From an optimization exercise on the open Yosys and OpenROAD flow, aimed at small area, a short achievable clock period and few clock cycles per item; shortcuts taken in it are not production practice. The RTL was checked by simulation tests, not by an equivalence proof against the original design. Power is estimated from default activity; no workload was simulated.

== lane 1 ==
// mesm6_alu
module mesm6_alu (
    input  logic        clk,
    input  logic        rst_n,
    input  logic [3:0]  op,
    input  logic        wy,
    input  logic [47:0] a,
    input  logic [47:0] b,
    output logic [47:0] acc,
    output logic [47:0] y,
    output logic        done
);
==> module alu_sequencer, before the edit <==
module alu_sequencer (
    input  logic       clk,
    input  logic       rst_n,
    input  logic [3:0] op,
    input  logic       wy,
    output logic       first,      
    output logic       ysel,       
    output logic [4:0] asel,       
    output logic       done
);
    localparam logic [3:0] OP_NOP    = 4'd0;
    localparam logic [3:0] OP_YTA    = 4'd1;
    localparam logic [3:0] OP_XOR    = 4'd4;
    localparam logic [3:0] OP_ACX    = 4'd6;
    localparam logic [3:0] OP_ANX    = 4'd7;
    localparam logic [3:0] OP_SHIFT  = 4'd8;
    localparam logic [3:0] OP_PACK   = 4'd9;
    localparam logic [3:0] OP_UNPACK = 4'd10;
    logic is_nop, is_yta;
    assign is_nop = (op == OP_NOP);
    assign is_yta = (op == OP_YTA);
    assign first  = !is_nop && !is_yta;
    logic sel_y, sel_n, sel_p, sel_u;
    assign sel_y = is_yta;
    assign sel_n = (op == OP_ACX) || (op == OP_ANX);
    assign sel_p = (op == OP_PACK);
    assign sel_u = (op == OP_UNPACK);
    always_ff @(posedge clk or negedge rst_n) begin
        if (!rst_n) begin
            ysel <= 1'b0;
            asel <= 5'd0;
            done <= 1'b0;
        end else begin
            done <= !is_nop;
            asel <= {sel_y, sel_n, sel_p, sel_u, !(sel_y || sel_n || sel_p || sel_u)};
            if (is_nop) begin
                if (wy) ysel <= 1'b1;
            end else if (!is_yta) begin
                ysel <= (op == OP_XOR) || (op == OP_ANX) || (op == OP_SHIFT);
            end
        end
    end
endmodule
==> module alu_group_zeros, before the edit <==
module alu_group_zeros (
    input  logic [47:0] m,
    output logic [25:0] zg         
);
    logic [5:0][3:0] n;            
    function automatic logic [3:0] zeros8(logic [7:0] w);
        logic [1:0] p0, p1, p2, p3;
        p0 = {1'b0, ~w[0]} + {1'b0, ~w[1]};
        p1 = {1'b0, ~w[2]} + {1'b0, ~w[3]};
        p2 = {1'b0, ~w[4]} + {1'b0, ~w[5]};
        p3 = {1'b0, ~w[6]} + {1'b0, ~w[7]};
        zeros8 = ({2'b0, p0} + {2'b0, p1}) + ({2'b0, p2} + {2'b0, p3});
    endfunction
    genvar g;
    generate
        for (g = 0; g < 6; g++) begin : g_n
            assign n[g] = zeros8(m[8*g +: 8]);
        end
    endgenerate
    logic [3:0] z4;
    logic [4:0] z3, z2;
    logic [5:0] z1, z0;
    assign z4 = n[5];
    assign z3 = {1'b0, z4} + {1'b0, n[4]};
    assign z2 = z3 + {1'b0, n[3]};
    assign z1 = {1'b0, z2} + {2'b0, n[2]};
    assign z0 = z1 + {2'b0, n[1]};
    assign zg = {z0, z1, z2, z3, z4};
endmodule
==> module mesm6_alu, before the edit <==
module mesm6_alu (
    input  logic        clk,
    input  logic        rst_n,
    input  logic [3:0]  op,
    input  logic        wy,
    input  logic [47:0] a,
    input  logic [47:0] b,
    output logic [47:0] acc,
    output logic [47:0] y,
    output logic        done
);
    localparam logic [3:0] OP_NOP    = 4'd0;
    localparam logic [3:0] OP_AND    = 4'd2;
    localparam logic [3:0] OP_OR     = 4'd3;
    localparam logic [3:0] OP_XOR    = 4'd4;
    localparam logic [3:0] OP_ARX    = 4'd5;
    localparam logic [3:0] OP_ACX    = 4'd6;
    localparam logic [3:0] OP_ANX    = 4'd7;
    localparam logic [3:0] OP_SHIFT  = 4'd8;
    localparam logic [3:0] OP_PACK   = 4'd9;
    localparam logic [3:0] OP_UNPACK = 4'd10;
    logic       first, ysel;
    logic [4:0] asel;
    alu_sequencer u_sequencer (
        .clk    (clk),
        .rst_n  (rst_n),
        .op     (op),
        .wy     (wy),
        .first  (first),
        .ysel   (ysel),
        .asel   (asel),
        .done   (done)
    );
    logic [47:0] aq, bq;
    logic [5:0]  nq;       
    logic [5:0]  tq;       
    logic [5:0]  all;
    logic [5:0]  lzc, n_anx;
    logic [47:0] sum;
    logic [47:0] rot, acc_mask, y_mask;
    logic [47:0] packed_w, unpacked_w;
    logic [4:0]  unused_top;
    logic [5:0]  unused_top2;
    alu_counts u_count_a (
        .x    (a),
        .top  (unused_top),
        .top2 (unused_top2),
        .all  (all)
    );
    alu_lead u_lead (.a(a), .lzc(lzc), .n(n_anx));
    logic [5:0]  tz, unused_tn;
    logic [47:0] b_rev;
    always_comb begin
        for (int i = 0; i < 42; i++) b_rev[47-i] = ~b[6+i];
        b_rev[5:0] = 6'h3f;
    end
    alu_lead u_trail (.a(b_rev), .lzc(tz), .n(unused_tn));
    alu_eac_add u_add (.x(a), .z(b), .s(sum));
    alu_shifter u_shifter (
        .a        (a),
        .c        (b[47:41]),
        .anx      (op == OP_ANX),
        .lzc      (lzc),
        .rot      (rot),
        .acc_mask (acc_mask),
        .y_mask   (y_mask)
    );
    logic [25:0] zg, zq;
    alu_group_zeros u_group_zeros (.m(b), .zg(zg));
    alu_bitfield u_bitfield (
        .aq         (aq),
        .bq         (bq),
        .zg         (zq),
        .packed_w   (packed_w),
        .unpacked_w (unpacked_w)
    );
    always_ff @(posedge clk) begin
        case (op)
            OP_AND:   bq <= a & b;
            OP_OR:    bq <= a | b;
            OP_XOR:   bq <= a ^ b;
            OP_ARX:   bq <= sum;
            OP_SHIFT: bq <= rot & acc_mask;
            default:  bq <= b;
        endcase
        nq <= (op == OP_ACX) ? all : n_anx;
        zq <= zg;
        tq <= tz;
        if (first) begin
            if (op == OP_ANX || op == OP_SHIFT) aq <= rot & y_mask;
            else                                aq <= a;
        end else if (op == OP_NOP && wy) begin
            aq <= a;
        end
    end
    logic [47:0] inc;
    alu_eac_inc u_inc (.z(bq), .tz(tq), .n(nq), .s(inc));
    assign y   = ysel ? aq : '0;
    assign acc = (y          & {48{asel[4]}}) | (inc & {48{asel[3]}}) |
                 (packed_w   & {48{asel[2]}}) |
                 (unpacked_w & {48{asel[1]}}) | (bq  & {48{asel[0]}});
endmodule
==> flow/config.mk <==
export PLATFORM = sky130hd
export DESIGN_NAME = mesm6_alu
export DESIGN_NICKNAME = mesm6_alu
export VERILOG_FILES = /design/flow/design.v
export SDC_FILE = /design/flow/constraint.sdc
export NUM_CORES = 4
export LEC_CHECK = 0
export ABC_AREA = 1
export CAP_MARGIN = 20
export CORE_MARGIN = 2
export CORE_UTILIZATION = 55
export SETUP_SLACK_MARGIN = 1.5
export SLEW_MARGIN = 20
==> flow/constraint.sdc <==
create_clock -name core_clock -period 7.5 [get_ports {clk}]
set_input_delay 1.5000 -clock core_clock [delete_from_list [all_inputs] [get_ports {clk}]]
set_output_delay 1.5000 -clock core_clock [all_outputs]
set_load 0.01 [all_outputs]
standard.sh (not shown) runs the stock make flow with config.mk's settings and CLKGATE_MAP_FILE= SYNTH_SCRIPT=/design/flow/synth_recipe.tcl, a recipe that flattens the netlist after the stock synthesis.
==> flow/flow/run.sh <==
#!/bin/bash
# The standard layout (the standard.sh), with three changes:
#  - synthesis maps adders to plain gates, which ABC maps with the rest of
#    the logic, instead of extracting them into the library's full- and
#    half-adder cells;
#  - ABC maps the logic with flow/abc_map.script (structural choices, then
#    mapping for a 2.5 ns target with area recovery) instead of the flow's
#    area script; the synthesis is otherwise synth_recipe.tcl unchanged;
#  - the buffer on each input and output port is a buf_4 rather than the
#    flow's default choice of a delay buffer.
# ORFS keeps each step's log under orfs/logs/; make's own output goes to
# flow_make.log in this folder.
set -euo pipefail
here=$(pwd)
{
    echo "proc abc {args} {"
    echo "    set i [lsearch -exact \$args -script]"
    echo "    if {\$i >= 0} { lset args [expr {\$i + 1}] $here/flow/abc_map.script }"
    echo "    yosys abc {*}\$args"
    echo "}"
    cat synth_recipe.tcl
} > synth_abc.tcl
bash standard.sh ADDER_MAP_FILE= "BUFFER_PORTS_ARGS=-buffer_cell sky130_fd_sc_hd__buf_4" \
    SYNTH_SCRIPT="$here/synth_abc.tcl" finish > flow_make.log 2>&1
==> flow/flow/abc_map.script <==
strash
dch
map -D 2500
topo
stime -c
buffer -c
upsize -c
dnsize -c
Testbench counts of lane 1, summed over its fixed seeds: cycles 9,600, ops 4,800.
diff inputs: lane 1 => lane 2
--- a/flow/design.v
+++ b/flow/design.v
@@ -4,9 +4,9 @@
     input  logic [3:0] op,
     input  logic       wy,
     output logic       first,      
     output logic       ysel,       
-    output logic [4:0] asel,       
+    output logic [3:0] asel,       
     output logic       done
 );
     localparam logic [3:0] OP_NOP    = 4'd0;
     localparam logic [3:0] OP_YTA    = 4'd1;
@@ -19,21 +19,20 @@
     logic is_nop, is_yta;
     assign is_nop = (op == OP_NOP);
     assign is_yta = (op == OP_YTA);
     assign first  = !is_nop && !is_yta;
-    logic sel_y, sel_n, sel_p, sel_u;
-    assign sel_y = is_yta;
+    logic sel_n, sel_p, sel_u;
     assign sel_n = (op == OP_ACX) || (op == OP_ANX);
     assign sel_p = (op == OP_PACK);
     assign sel_u = (op == OP_UNPACK);
     always_ff @(posedge clk or negedge rst_n) begin
         if (!rst_n) begin
             ysel <= 1'b0;
-            asel <= 5'd0;
+            asel <= 4'd0;
             done <= 1'b0;
         end else begin
             done <= !is_nop;
-            asel <= {sel_y, sel_n, sel_p, sel_u, !(sel_y || sel_n || sel_p || sel_u)};
+            asel <= {sel_n, sel_p, sel_u, !(sel_n || sel_p || sel_u)};
             if (is_nop) begin
                 if (wy) ysel <= 1'b1;
             end else if (!is_yta) begin
                 ysel <= (op == OP_XOR) || (op == OP_ANX) || (op == OP_SHIFT);
@@ -250,15 +249,16 @@
             assign n[g] = zeros8(m[8*g +: 8]);
         end
     endgenerate
     logic [3:0] z4;
-    logic [4:0] z3, z2;
+    logic [4:0] z3, z2, n32;
     logic [5:0] z1, z0;
-    assign z4 = n[5];
-    assign z3 = {1'b0, z4} + {1'b0, n[4]};
-    assign z2 = z3 + {1'b0, n[3]};
-    assign z1 = {1'b0, z2} + {2'b0, n[2]};
-    assign z0 = z1 + {2'b0, n[1]};
+    assign z4  = n[5];
+    assign z3  = {1'b0, n[5]} + {1'b0, n[4]};
+    assign n32 = {1'b0, n[3]} + {1'b0, n[2]};
+    assign z2  = z3 + {1'b0, n[3]};
+    assign z1  = {1'b0, z3} + {1'b0, n32};
+    assign z0  = z1 + {2'b0, n[1]};
     assign zg = {z0, z1, z2, z3, z4};
 endmodule
 module alu_bitfield (
     input  logic [47:0] aq,        
@@ -334,8 +334,9 @@
     output logic [47:0] y,
     output logic        done
 );
     localparam logic [3:0] OP_NOP    = 4'd0;
+    localparam logic [3:0] OP_YTA    = 4'd1;
     localparam logic [3:0] OP_AND    = 4'd2;
     localparam logic [3:0] OP_OR     = 4'd3;
     localparam logic [3:0] OP_XOR    = 4'd4;
     localparam logic [3:0] OP_ARX    = 4'd5;
@@ -344,9 +345,9 @@
     localparam logic [3:0] OP_SHIFT  = 4'd8;
     localparam logic [3:0] OP_PACK   = 4'd9;
     localparam logic [3:0] OP_UNPACK = 4'd10;
     logic       first, ysel;
-    logic [4:0] asel;
+    logic [3:0] asel;
     alu_sequencer u_sequencer (
         .clk    (clk),
         .rst_n  (rst_n),
         .op     (op),
@@ -405,8 +406,9 @@
             OP_OR:    bq <= a | b;
             OP_XOR:   bq <= a ^ b;
             OP_ARX:   bq <= sum;
             OP_SHIFT: bq <= rot & acc_mask;
+            OP_YTA:   bq <= y;
             default:  bq <= b;
         endcase
         nq <= (op == OP_ACX) ? all : n_anx;
         zq <= zg;
@@ -420,8 +422,7 @@
     end
     logic [47:0] inc;
     alu_eac_inc u_inc (.z(bq), .tz(tq), .n(nq), .s(inc));
     assign y   = ysel ? aq : '0;
-    assign acc = (y          & {48{asel[4]}}) | (inc & {48{asel[3]}}) |
-                 (packed_w   & {48{asel[2]}}) |
-                 (unpacked_w & {48{asel[1]}}) | (bq  & {48{asel[0]}});
+    assign acc = (inc        & {48{asel[3]}}) | (packed_w & {48{asel[2]}}) |
+                 (unpacked_w & {48{asel[1]}}) | (bq       & {48{asel[0]}});
 endmodule
[summary]
Lane 2 vs. lane 1: worst-skew pair later-pin latency closely matched the old numbers; non-clock buffer count increased by about 4.7% relative to the old numbers; net switching fraction of the power decreased by 0.27 points relative to the old numbers; wire length on met2 decreased by 1.3% relative to the old numbers.
Compared lane 2 vs lane 1, and share of the core filled with cells is up in lane 2.
Lane 2 was carried through to the last stage, and its layout satisfied the timing, DRC and antenna checks.
Testbench counts of lane 2, summed over its fixed seeds: cycles 9,600, ops 4,800.

## static timing again, ports no longer ideal
No port has a modelled driver above. Below, the same layouts with a new extraction and two added sets of constraints.
Step 1 (the two cells are an assumption about what drives the block):
set clk [get_ports {clk}]
set_driving_cell -lib_cell sky130_fd_sc_hd__clkbuf_16 $clk
set_driving_cell -lib_cell sky130_fd_sc_hd__buf_2 [delete_from_list [all_inputs] $clk]
Step 2 adds t to the input delays and takes it off the output delays; t is the mean of the earliest and latest rising clock arrival at the registers after step 1. Input paths then give back, and output paths get back, about the clock's delay inside the block.
Three values: no drivers, after step 1, after step 2; two values: the first two.
run | t, ns | setup WS [ns] | worst setup path after step 2
lane 1 | 0.522 | 1.104 / 1.047 / 0.913 | input to register
lane 2 | 0.515 | 1.285 / 1.229 / 0.961 | input to register
After both steps setup and hold are still met in every run listed. For lane 2, which loses most, drivers alone change the setup slack by -0.056 ns; drivers and shift together by -0.324 ns.
